Source: an optimization exercise on an open RTL-to-GDS flow (aim: small area, a short achievable clock period and few clock cycles). Production flows keep margins and buffers that such runs may drop. RTL that was checked went through simulation tests only; none was proved equivalent to the original. Power figures rest on the tool's default switching activity, not on a simulated workload.

==> lagoon <==
==> flow/design.v <==
`default_nettype none
`default_nettype wire
`default_nettype none
package mpls_pkg;
   typedef struct packed {
      logic [8-1:0] ctrl;
      logic [64-1:0] data;
   } pkt_word_t;
   typedef struct packed {
      logic       unicast;    
      logic [7:0] dst_port;   
   } route_t;
   typedef struct packed {
      logic [3:0]  cmd;
      logic [19:0] swap_label;
      logic [2:0]  out_port;
   } mpls_cmd_t;
   function automatic mpls_cmd_t decode_cmd(input logic [72-1:0] word);
      decode_cmd = {word[71:68], word[49:30], word[60:58]};   
   endfunction
endpackage
`default_nettype wire
`timescale 1ns/1ps
`default_nettype none
module label_rewrite (
   input  logic [63:0] src,
   input  logic        w0,          
   input  logic        w1,          
   input  logic        w2,          
   input  logic        w3,          
   input  logic        cpu,         
   input  logic        swp,         
   input  logic [2:0]  port,
   input  logic [19:0] swap,
   input  logic [47:0] mac,
   output logic        mpls,        
   output logic [63:0] ed
);
   logic [7:0] src_dec;
   assign mpls    = (src[31:16] == 16'h8847);
   assign src_dec = 8'h01 << src[18:16];
   always_comb begin
      ed = src;
      if (w0) begin
         if (cpu) ed[55:48] = {src_dec[6:0], src_dec[7]};    
         else     ed[55:48] = 8'h01 << port;
      end
      if (w1) begin
         ed[63:16] = mac;
      end
      if (w2 && mpls && swp) begin
         ed[15:0] = swap[19:4];
      end
      if (w3) begin
         if (swp) ed[63:60] = swap[3:0];
         ed[55:48] = src[55:48] - 8'd1;
      end
   end
endmodule
`default_nettype wire
`timescale 1ns/1ps
`default_nettype none
module mpls_proc (
   input  logic                   clk,
   input  logic                   reset,
   input  logic [8+64-1:0]  in_word,     
   input  logic                   in_wr,
   output logic                   in_rdy,
   output logic [8+64-1:0]  out_word,    
   output logic                   out_wr,
   input  logic                   out_rdy,
   input  logic [48-1:0]      bram_dst_mac,
   input  logic [72-1:0] mplsword,
   input  logic                   unicast_out,
   input  logic [7:0]             ttl_stat_out
);
   localparam int DEPTH = 29;           
   logic [63:0]    q [0:DEPTH];         
   logic [DEPTH:0] oh;                  
   logic           hv;                  
   logic           owr;
   logic           frd;                 
   logic           byp;                 
   logic           hold_o;              
   logic           rdy_q;
   logic           end_in;              
   logic [7:0]     endc;
   logic [63:0]    out_d;
   logic [7:0]     out_c;
   logic [7:0]     in_ctrl;
   logic           in_end;
   logic           fempty;
   logic           hfree;
   logic           fwr;
   logic           hv_n;
   logic           owr_n;
   logic [DEPTH:0] oh_n;
   logic           last_rd;
   logic           head_end;
   assign in_ctrl  = in_word[71:64];
   assign in_end   = (in_ctrl != 8'h00) && (in_ctrl != 8'hff);
   assign fempty   = oh[0];
   assign hfree    = !hv || owr;
   assign fwr      = in_wr && !(hfree && fempty);
   assign hv_n     = hfree ? (!fempty || in_wr) : 1'b1;
   assign owr_n    = out_rdy && hv_n;
   assign last_rd  = end_in && oh[1];
   assign head_end = fempty ? in_end : last_rd;
   always_comb begin
      oh_n = oh;
      if (fwr && !frd) oh_n = {oh[DEPTH-1:0], 1'b0};
      if (!fwr && frd) oh_n = {1'b0, oh[DEPTH:1]};
   end
   assign q[DEPTH] = '0;
   for (genvar i = 0; i < DEPTH; i++) begin : g_q
      logic ld, sh, hd;
      assign ld = frd ? oh[i+1] : oh[i];
      assign sh = frd && !ld;
      assign hd = !frd && !ld;
      always_ff @(posedge clk) begin
         q[i] <= ({64{sh}} & q[i+1]) | ({64{ld}} & ~in_word[63:0]) | ({64{hd}} & q[i]);
      end
   end
   always_ff @(posedge clk) begin
      if (reset) begin
         oh      <= (DEPTH+1)'(1);
         hv      <= 1'b0;
         owr     <= 1'b0;
         frd     <= 1'b0;
         byp     <= 1'b1;
         hold_o  <= 1'b0;
         rdy_q   <= 1'b1;
         end_in  <= 1'b0;
      end else begin
         oh     <= oh_n;
         hv     <= hv_n;
         owr    <= owr_n;
         frd    <= (!hv_n || owr_n) && !oh_n[0];
         byp    <= (!hv_n || owr_n) && oh_n[0];
         hold_o <= hv_n && !owr_n;
         rdy_q  <= !(hv_n && oh_n[DEPTH]);
         if (fwr && in_end) end_in <= 1'b1;
         else if (frd && last_rd) end_in <= 1'b0;
      end
   end
   always_ff @(posedge clk) begin
      if (fwr && in_end) endc <= in_ctrl;
   end
   logic [3:0]  ridx;                   
   logic        past3;                  
   logic        uni_q;                  
   logic        mpls_q;                 
   logic        cpu;
   logic        swp;
   logic        e1, e2, e3;
   logic        mpls_in, mpls_fq;
   logic [63:0] ed_in, ed_q;
   assign cpu = !unicast_out || (ttl_stat_out <= 8'd1);
   assign swp = (mplsword[71:68] == 4'd1);
   assign e1  = uni_q && ridx[1];
   assign e2  = uni_q && ridx[2];
   assign e3  = uni_q && ridx[3] && !past3 && mpls_q;
   label_rewrite u_edit_in (
      .src(in_word[63:0]), .w0(ridx[0]), .w1(e1), .w2(e2), .w3(e3), .cpu(cpu), .swp(swp),
      .port(mplsword[60:58]), .swap(mplsword[49:30]), .mac(bram_dst_mac),
      .mpls(mpls_in), .ed(ed_in)
   );
   label_rewrite u_edit_q (
      .src(~q[0]), .w0(ridx[0]), .w1(e1), .w2(e2), .w3(e3), .cpu(cpu), .swp(swp),
      .port(mplsword[60:58]), .swap(mplsword[49:30]), .mac(bram_dst_mac),
      .mpls(mpls_fq), .ed(ed_q)
   );
   always_ff @(posedge clk) begin
      if (reset) begin
         ridx  <= 4'b0001;
         past3 <= 1'b0;
      end else if (hfree && hv_n) begin
         if (head_end) begin
            ridx  <= 4'b0001;
            past3 <= 1'b0;
         end else if (ridx[3]) begin
            past3 <= 1'b1;
         end else begin
            ridx  <= {ridx[2:0], 1'b0};
         end
      end
   end
   always_ff @(posedge clk) begin
      if (hfree && hv_n && ridx[0]) uni_q  <= !cpu;
      if (hfree && hv_n && ridx[2]) mpls_q <= fempty ? mpls_in : mpls_fq;
   end
   logic [7:0] fifo_c;
   assign fifo_c = ridx[0] ? 8'hff : (last_rd ? endc : 8'h00);
   always_ff @(posedge clk) begin
      out_d <= ({64{byp}} & ed_in)   | ({64{frd}} & ed_q)   | ({64{hold_o}} & out_d);
      out_c <= ({8{byp}}  & in_ctrl) | ({8{frd}}  & fifo_c) | ({8{hold_o}}  & out_c);
   end
   assign out_word = {out_c, out_d};
   assign out_wr   = owr;
   assign in_rdy   = rdy_q;
endmodule
`default_nettype wire
==> flow/flow/run.sh <==
#!/bin/bash
# The standard layout, with the ports buffered by plain buffers (sky130_fd_sc_hd__buf_2)
# instead of the delay cells buffer_ports picks by itself; the timing repair can then size
# them like any other buffer.
set -euo pipefail
export BUFFER_PORTS_ARGS="-buffer_cell sky130_fd_sc_hd__buf_2"
bash standard.sh > standard.log 2>&1
==> flow/standard.sh <==
#!/bin/bash
# synth_recipe.tcl (not shown) runs the flow's synth.tcl, then flattens the netlist and writes it again
# the make line also repeats each setting of config.mk as NAME=value (left out here)
make -C /OpenROAD-flow-scripts/flow DESIGN_CONFIG=/design/flow/config.mk WORK_HOME=/design/flow/orfs CLKGATE_MAP_FILE= SYNTH_SCRIPT=/design/flow/synth_recipe.tcl "${@:-finish}"
==> flow/config.mk <==
export PLATFORM = sky130hd
export DESIGN_NAME = mpls_proc
export DESIGN_NICKNAME = mpls_proc
export VERILOG_FILES = /design/flow/design.v
export SDC_FILE = /design/flow/constraint.sdc
export NUM_CORES = 4
export LEC_CHECK = 0
export CAP_MARGIN = 20
export CORE_MARGIN = 2
export CORE_UTILIZATION = 55
export CTS_CLUSTER_DIAMETER = 100
export CTS_CLUSTER_SIZE = 25
export PLACE_DENSITY = 0.7
export SETUP_SLACK_MARGIN = 2.85
export SLEW_MARGIN = 20
==> flow/constraint.sdc <==
create_clock -name core_clock -period 5.0 [get_ports {clk}]
set_input_delay 1.0000 -clock core_clock [delete_from_list [all_inputs] [get_ports {clk}]]
set_output_delay 1.0000 -clock core_clock [all_outputs]
set_load 0.01 [all_outputs]
==> indigo (differences from lagoon) <==
--- a/flow/design.v
+++ b/flow/design.v
@@ -22,44 +22,6 @@
 `default_nettype wire
 `timescale 1ns/1ps
 `default_nettype none
-module label_rewrite (
-   input  logic [63:0] src,
-   input  logic        w0,          
-   input  logic        w1,          
-   input  logic        w2,          
-   input  logic        w3,          
-   input  logic        cpu,         
-   input  logic        swp,         
-   input  logic [2:0]  port,
-   input  logic [19:0] swap,
-   input  logic [47:0] mac,
-   output logic        mpls,        
-   output logic [63:0] ed
-);
-   logic [7:0] src_dec;
-   assign mpls    = (src[31:16] == 16'h8847);
-   assign src_dec = 8'h01 << src[18:16];
-   always_comb begin
-      ed = src;
-      if (w0) begin
-         if (cpu) ed[55:48] = {src_dec[6:0], src_dec[7]};    
-         else     ed[55:48] = 8'h01 << port;
-      end
-      if (w1) begin
-         ed[63:16] = mac;
-      end
-      if (w2 && mpls && swp) begin
-         ed[15:0] = swap[19:4];
-      end
-      if (w3) begin
-         if (swp) ed[63:60] = swap[3:0];
-         ed[55:48] = src[55:48] - 8'd1;
-      end
-   end
-endmodule
-`default_nettype wire
-`timescale 1ns/1ps
-`default_nettype none
 module mpls_proc (
    input  logic                   clk,
    input  logic                   reset,
@@ -80,7 +42,7 @@
    logic           hv;                  
    logic           owr;
    logic           frd;                 
-   logic           byp;                 
+   logic           ld_o;                
    logic           hold_o;              
    logic           rdy_q;
    logic           end_in;              
@@ -127,7 +89,7 @@
          hv      <= 1'b0;
          owr     <= 1'b0;
          frd     <= 1'b0;
-         byp     <= 1'b1;
+         ld_o    <= 1'b1;
          hold_o  <= 1'b0;
          rdy_q   <= 1'b1;
          end_in  <= 1'b0;
@@ -136,7 +98,7 @@
          hv     <= hv_n;
          owr    <= owr_n;
          frd    <= (!hv_n || owr_n) && !oh_n[0];
-         byp    <= (!hv_n || owr_n) && oh_n[0];
+         ld_o   <= !hv_n || owr_n;
          hold_o <= hv_n && !owr_n;
          rdy_q  <= !(hv_n && oh_n[DEPTH]);
          if (fwr && in_end) end_in <= 1'b1;
@@ -152,24 +114,34 @@
    logic        mpls_q;                 
    logic        cpu;
    logic        swp;
-   logic        e1, e2, e3;
-   logic        mpls_in, mpls_fq;
-   logic [63:0] ed_in, ed_q;
-   assign cpu = !unicast_out || (ttl_stat_out <= 8'd1);
-   assign swp = (mplsword[71:68] == 4'd1);
-   assign e1  = uni_q && ridx[1];
-   assign e2  = uni_q && ridx[2];
-   assign e3  = uni_q && ridx[3] && !past3 && mpls_q;
-   label_rewrite u_edit_in (
-      .src(in_word[63:0]), .w0(ridx[0]), .w1(e1), .w2(e2), .w3(e3), .cpu(cpu), .swp(swp),
-      .port(mplsword[60:58]), .swap(mplsword[49:30]), .mac(bram_dst_mac),
-      .mpls(mpls_in), .ed(ed_in)
-   );
-   label_rewrite u_edit_q (
-      .src(~q[0]), .w0(ridx[0]), .w1(e1), .w2(e2), .w3(e3), .cpu(cpu), .swp(swp),
-      .port(mplsword[60:58]), .swap(mplsword[49:30]), .mac(bram_dst_mac),
-      .mpls(mpls_fq), .ed(ed_q)
-   );
+   logic        mpls_now;
+   logic [63:0] src;
+   logic [63:0] ed;
+   logic [7:0]  src_dec;                
+   logic [7:0]  ttl_dec;                
+   assign src      = fempty ? in_word[63:0] : ~q[0];    
+   assign cpu      = !unicast_out || (ttl_stat_out <= 8'd1);
+   assign swp      = (mplsword[71:68] == 4'd1);
+   assign mpls_now = fempty ? (in_word[31:16] == 16'h8847) : (q[0][31:16] == ~16'h8847);
+   assign src_dec  = 8'h01 << src[18:16];
+   assign ttl_dec  = fempty ? in_word[55:48] - 8'd1 : ~q[0][55:48] - 8'd1;
+   always_comb begin
+      ed = src;
+      if (ridx[0]) begin
+         if (cpu) ed[55:48] = {src_dec[6:0], src_dec[7]};    
+         else     ed[55:48] = 8'h01 << mplsword[60:58];
+      end
+      if (uni_q && ridx[1]) begin
+         ed[63:16] = bram_dst_mac;
+      end
+      if (uni_q && ridx[2] && mpls_now && swp) begin
+         ed[15:0] = mplsword[49:34];
+      end
+      if (uni_q && ridx[3] && !past3 && mpls_q) begin
+         if (swp) ed[63:60] = mplsword[33:30];
+         ed[55:48] = ttl_dec;
+      end
+   end
    always_ff @(posedge clk) begin
       if (reset) begin
          ridx  <= 4'b0001;
@@ -187,13 +159,13 @@
    end
    always_ff @(posedge clk) begin
       if (hfree && hv_n && ridx[0]) uni_q  <= !cpu;
-      if (hfree && hv_n && ridx[2]) mpls_q <= fempty ? mpls_in : mpls_fq;
+      if (hfree && hv_n && ridx[2]) mpls_q <= mpls_now;
    end
-   logic [7:0] fifo_c;
-   assign fifo_c = ridx[0] ? 8'hff : (last_rd ? endc : 8'h00);
+   logic [7:0] nxt_c;
+   assign nxt_c = fempty ? in_ctrl : (ridx[0] ? 8'hff : (last_rd ? endc : 8'h00));
    always_ff @(posedge clk) begin
-      out_d <= ({64{byp}} & ed_in)   | ({64{frd}} & ed_q)   | ({64{hold_o}} & out_d);
-      out_c <= ({8{byp}}  & in_ctrl) | ({8{frd}}  & fifo_c) | ({8{hold_o}}  & out_c);
+      out_d <= ({64{ld_o}} & ed) | ({64{hold_o}} & out_d);
+      out_c <= ({8{ld_o}} & nxt_c) | ({8{hold_o}} & out_c);
    end
    assign out_word = {out_c, out_d};
    assign out_wr   = owr;
Settings changed: CORE_UTILIZATION 55 to 70, PLACE_DENSITY 0.7 to 0.8.
==> raven (differences from lagoon) <==
--- a/flow/design.v
+++ b/flow/design.v
@@ -22,44 +22,6 @@
 `default_nettype wire
 `timescale 1ns/1ps
 `default_nettype none
-module label_rewrite (
-   input  logic [63:0] src,
-   input  logic        w0,          
-   input  logic        w1,          
-   input  logic        w2,          
-   input  logic        w3,          
-   input  logic        cpu,         
-   input  logic        swp,         
-   input  logic [2:0]  port,
-   input  logic [19:0] swap,
-   input  logic [47:0] mac,
-   output logic        mpls,        
-   output logic [63:0] ed
-);
-   logic [7:0] src_dec;
-   assign mpls    = (src[31:16] == 16'h8847);
-   assign src_dec = 8'h01 << src[18:16];
-   always_comb begin
-      ed = src;
-      if (w0) begin
-         if (cpu) ed[55:48] = {src_dec[6:0], src_dec[7]};    
-         else     ed[55:48] = 8'h01 << port;
-      end
-      if (w1) begin
-         ed[63:16] = mac;
-      end
-      if (w2 && mpls && swp) begin
-         ed[15:0] = swap[19:4];
-      end
-      if (w3) begin
-         if (swp) ed[63:60] = swap[3:0];
-         ed[55:48] = src[55:48] - 8'd1;
-      end
-   end
-endmodule
-`default_nettype wire
-`timescale 1ns/1ps
-`default_nettype none
 module mpls_proc (
    input  logic                   clk,
    input  logic                   reset,
@@ -80,7 +42,7 @@
    logic           hv;                  
    logic           owr;
    logic           frd;                 
-   logic           byp;                 
+   logic           ld_o;                
    logic           hold_o;              
    logic           rdy_q;
    logic           end_in;              
@@ -127,7 +89,7 @@
          hv      <= 1'b0;
          owr     <= 1'b0;
          frd     <= 1'b0;
-         byp     <= 1'b1;
+         ld_o    <= 1'b1;
          hold_o  <= 1'b0;
          rdy_q   <= 1'b1;
          end_in  <= 1'b0;
@@ -136,7 +98,7 @@
          hv     <= hv_n;
          owr    <= owr_n;
          frd    <= (!hv_n || owr_n) && !oh_n[0];
-         byp    <= (!hv_n || owr_n) && oh_n[0];
+         ld_o   <= !hv_n || owr_n;
          hold_o <= hv_n && !owr_n;
          rdy_q  <= !(hv_n && oh_n[DEPTH]);
          if (fwr && in_end) end_in <= 1'b1;
@@ -152,24 +114,34 @@
    logic        mpls_q;                 
    logic        cpu;
    logic        swp;
-   logic        e1, e2, e3;
-   logic        mpls_in, mpls_fq;
-   logic [63:0] ed_in, ed_q;
-   assign cpu = !unicast_out || (ttl_stat_out <= 8'd1);
-   assign swp = (mplsword[71:68] == 4'd1);
-   assign e1  = uni_q && ridx[1];
-   assign e2  = uni_q && ridx[2];
-   assign e3  = uni_q && ridx[3] && !past3 && mpls_q;
-   label_rewrite u_edit_in (
-      .src(in_word[63:0]), .w0(ridx[0]), .w1(e1), .w2(e2), .w3(e3), .cpu(cpu), .swp(swp),
-      .port(mplsword[60:58]), .swap(mplsword[49:30]), .mac(bram_dst_mac),
-      .mpls(mpls_in), .ed(ed_in)
-   );
-   label_rewrite u_edit_q (
-      .src(~q[0]), .w0(ridx[0]), .w1(e1), .w2(e2), .w3(e3), .cpu(cpu), .swp(swp),
-      .port(mplsword[60:58]), .swap(mplsword[49:30]), .mac(bram_dst_mac),
-      .mpls(mpls_fq), .ed(ed_q)
-   );
+   logic        mpls_now;
+   logic [63:0] src;
+   logic [63:0] ed;
+   logic [7:0]  src_dec;                
+   logic [7:0]  ttl_dec;                
+   assign src      = fempty ? in_word[63:0] : ~q[0];    
+   assign cpu      = !unicast_out || (ttl_stat_out <= 8'd1);
+   assign swp      = (mplsword[71:68] == 4'd1);
+   assign mpls_now = fempty ? (in_word[31:16] == 16'h8847) : (q[0][31:16] == ~16'h8847);
+   assign src_dec  = 8'h01 << src[18:16];
+   assign ttl_dec  = fempty ? in_word[55:48] - 8'd1 : ~q[0][55:48] - 8'd1;
+   always_comb begin
+      ed = src;
+      if (ridx[0]) begin
+         if (cpu) ed[55:48] = {src_dec[6:0], src_dec[7]};    
+         else     ed[55:48] = 8'h01 << mplsword[60:58];
+      end
+      if (uni_q && ridx[1]) begin
+         ed[63:16] = bram_dst_mac;
+      end
+      if (uni_q && ridx[2] && mpls_now && swp) begin
+         ed[15:0] = mplsword[49:34];
+      end
+      if (uni_q && ridx[3] && !past3 && mpls_q) begin
+         if (swp) ed[63:60] = mplsword[33:30];
+         ed[55:48] = ttl_dec;
+      end
+   end
    always_ff @(posedge clk) begin
       if (reset) begin
          ridx  <= 4'b0001;
@@ -187,13 +159,13 @@
    end
    always_ff @(posedge clk) begin
       if (hfree && hv_n && ridx[0]) uni_q  <= !cpu;
-      if (hfree && hv_n && ridx[2]) mpls_q <= fempty ? mpls_in : mpls_fq;
+      if (hfree && hv_n && ridx[2]) mpls_q <= mpls_now;
    end
-   logic [7:0] fifo_c;
-   assign fifo_c = ridx[0] ? 8'hff : (last_rd ? endc : 8'h00);
+   logic [7:0] nxt_c;
+   assign nxt_c = fempty ? in_ctrl : (ridx[0] ? 8'hff : (last_rd ? endc : 8'h00));
    always_ff @(posedge clk) begin
-      out_d <= ({64{byp}} & ed_in)   | ({64{frd}} & ed_q)   | ({64{hold_o}} & out_d);
-      out_c <= ({8{byp}}  & in_ctrl) | ({8{frd}}  & fifo_c) | ({8{hold_o}}  & out_c);
+      out_d <= ({64{ld_o}} & ed) | ({64{hold_o}} & out_d);
+      out_c <= ({8{ld_o}} & nxt_c) | ({8{hold_o}} & out_c);
    end
    assign out_word = {out_c, out_d};
    assign out_wr   = owr;
Settings changed: CORE_UTILIZATION 55 to 80, PLACE_DENSITY 0.7 to 0.88.
==> comparison table <==
| item | lagoon | indigo | raven |
|---|---|---|---|
| Met2 global-route usage | 0.550 | 0.553 | 0.664 |
| Power dissipated in combinational cells | 13.3 mW | 11.8 mW | 12.3 mW |
| Clock buf count | 96 | 96 | 95 |
| Met3 track demand over resource | 0.0694 | 0.0325 | 0.0418 |
| Total Power | 49.8 mW | 48.0 mW | 48.7 mW |
| Result of the run | finished clean | finished clean | finished clean |
| Total number of yosys warnings | 3 | 2 | 2 |
| Hold path start | q[28][0] | q[28][14] | q[28][8] |
| Worst reg-to-reg setup slack | 2.73 ns | 2.85 ns | 2.80 ns |
| Sequential area share after synthesis | 0.560 | 0.563 | 0.563 |
| Nonclk inv count | 34 | 29 | 30 |
| Clock power share | 0.166 | 0.168 | 0.165 |
| Reported clock group power | 8.27 mW | 8.06 mW | 8.03 mW |
| Static Leak | 29.2 nW | 28.4 nW | 28.4 nW |
| Die H | 363 um | 322 um | 301 um |
| Fin cells | 8,811 | 8,389 | 8,278 |
| Worst slack at placement | 1.53 ns | 1.81 ns | 1.58 ns |
| Proportion of layout cells with a drive suffix above 1 | 0.109 | 0.101 | 0.104 |
| Power drawn by the sequential cells | 28.2 mW | 28.1 mW | 28.3 mW |
| Wirelength per Cell | 28.7 um | 20.6 um | 22.8 um |
| Total core area | 0.128 mm2 | 0.100 mm2 | 0.0872 mm2 |
| Synthesized Nets | 7,647 | 7,642 | 7,642 |
Testbench counts of indigo, summed over its fixed seeds: cycles 27,614.
Testbench counts of raven, summed over its fixed seeds: cycles 27,614.
Function not checked in lagoon: the RTL went through the layout flow alone.

static timing again, ports no longer ideal:
How much do the figures lean on ideal ports? The routed layouts below were timed once more, with nothing changed but the port constraints.
Step 1, drivers: a clkbuf_16 drives clk and a buf_2 each remaining input, both assumed.
Step 2 times the ports against the registers' clock, not the clock port: input delays grow and output delays shrink by t, the midpoint of the rising clock arrivals with the driver on.
Slacks: ideal / step 1 / step 2; pairs: ideal / step 1.
| run | t, ns | slack for setup (ns) | latest minus earliest clock arrival (ns) |
|---|---|---|---|
| lagoon | 0.790 | 2.652 / 2.574 / 1.999 | 0.038 / 0.039 |
| indigo | 0.762 | 2.828 / 2.756 / 2.109 | 0.026 / 0.025 |
| raven | 0.752 | 2.722 / 2.725 / 1.987 | 0.035 / 0.035 |
After both steps every run listed still meets setup and hold. The setup slack of raven, which loses most, moves by +0.003 ns with the drivers and by -0.735 ns with both steps.
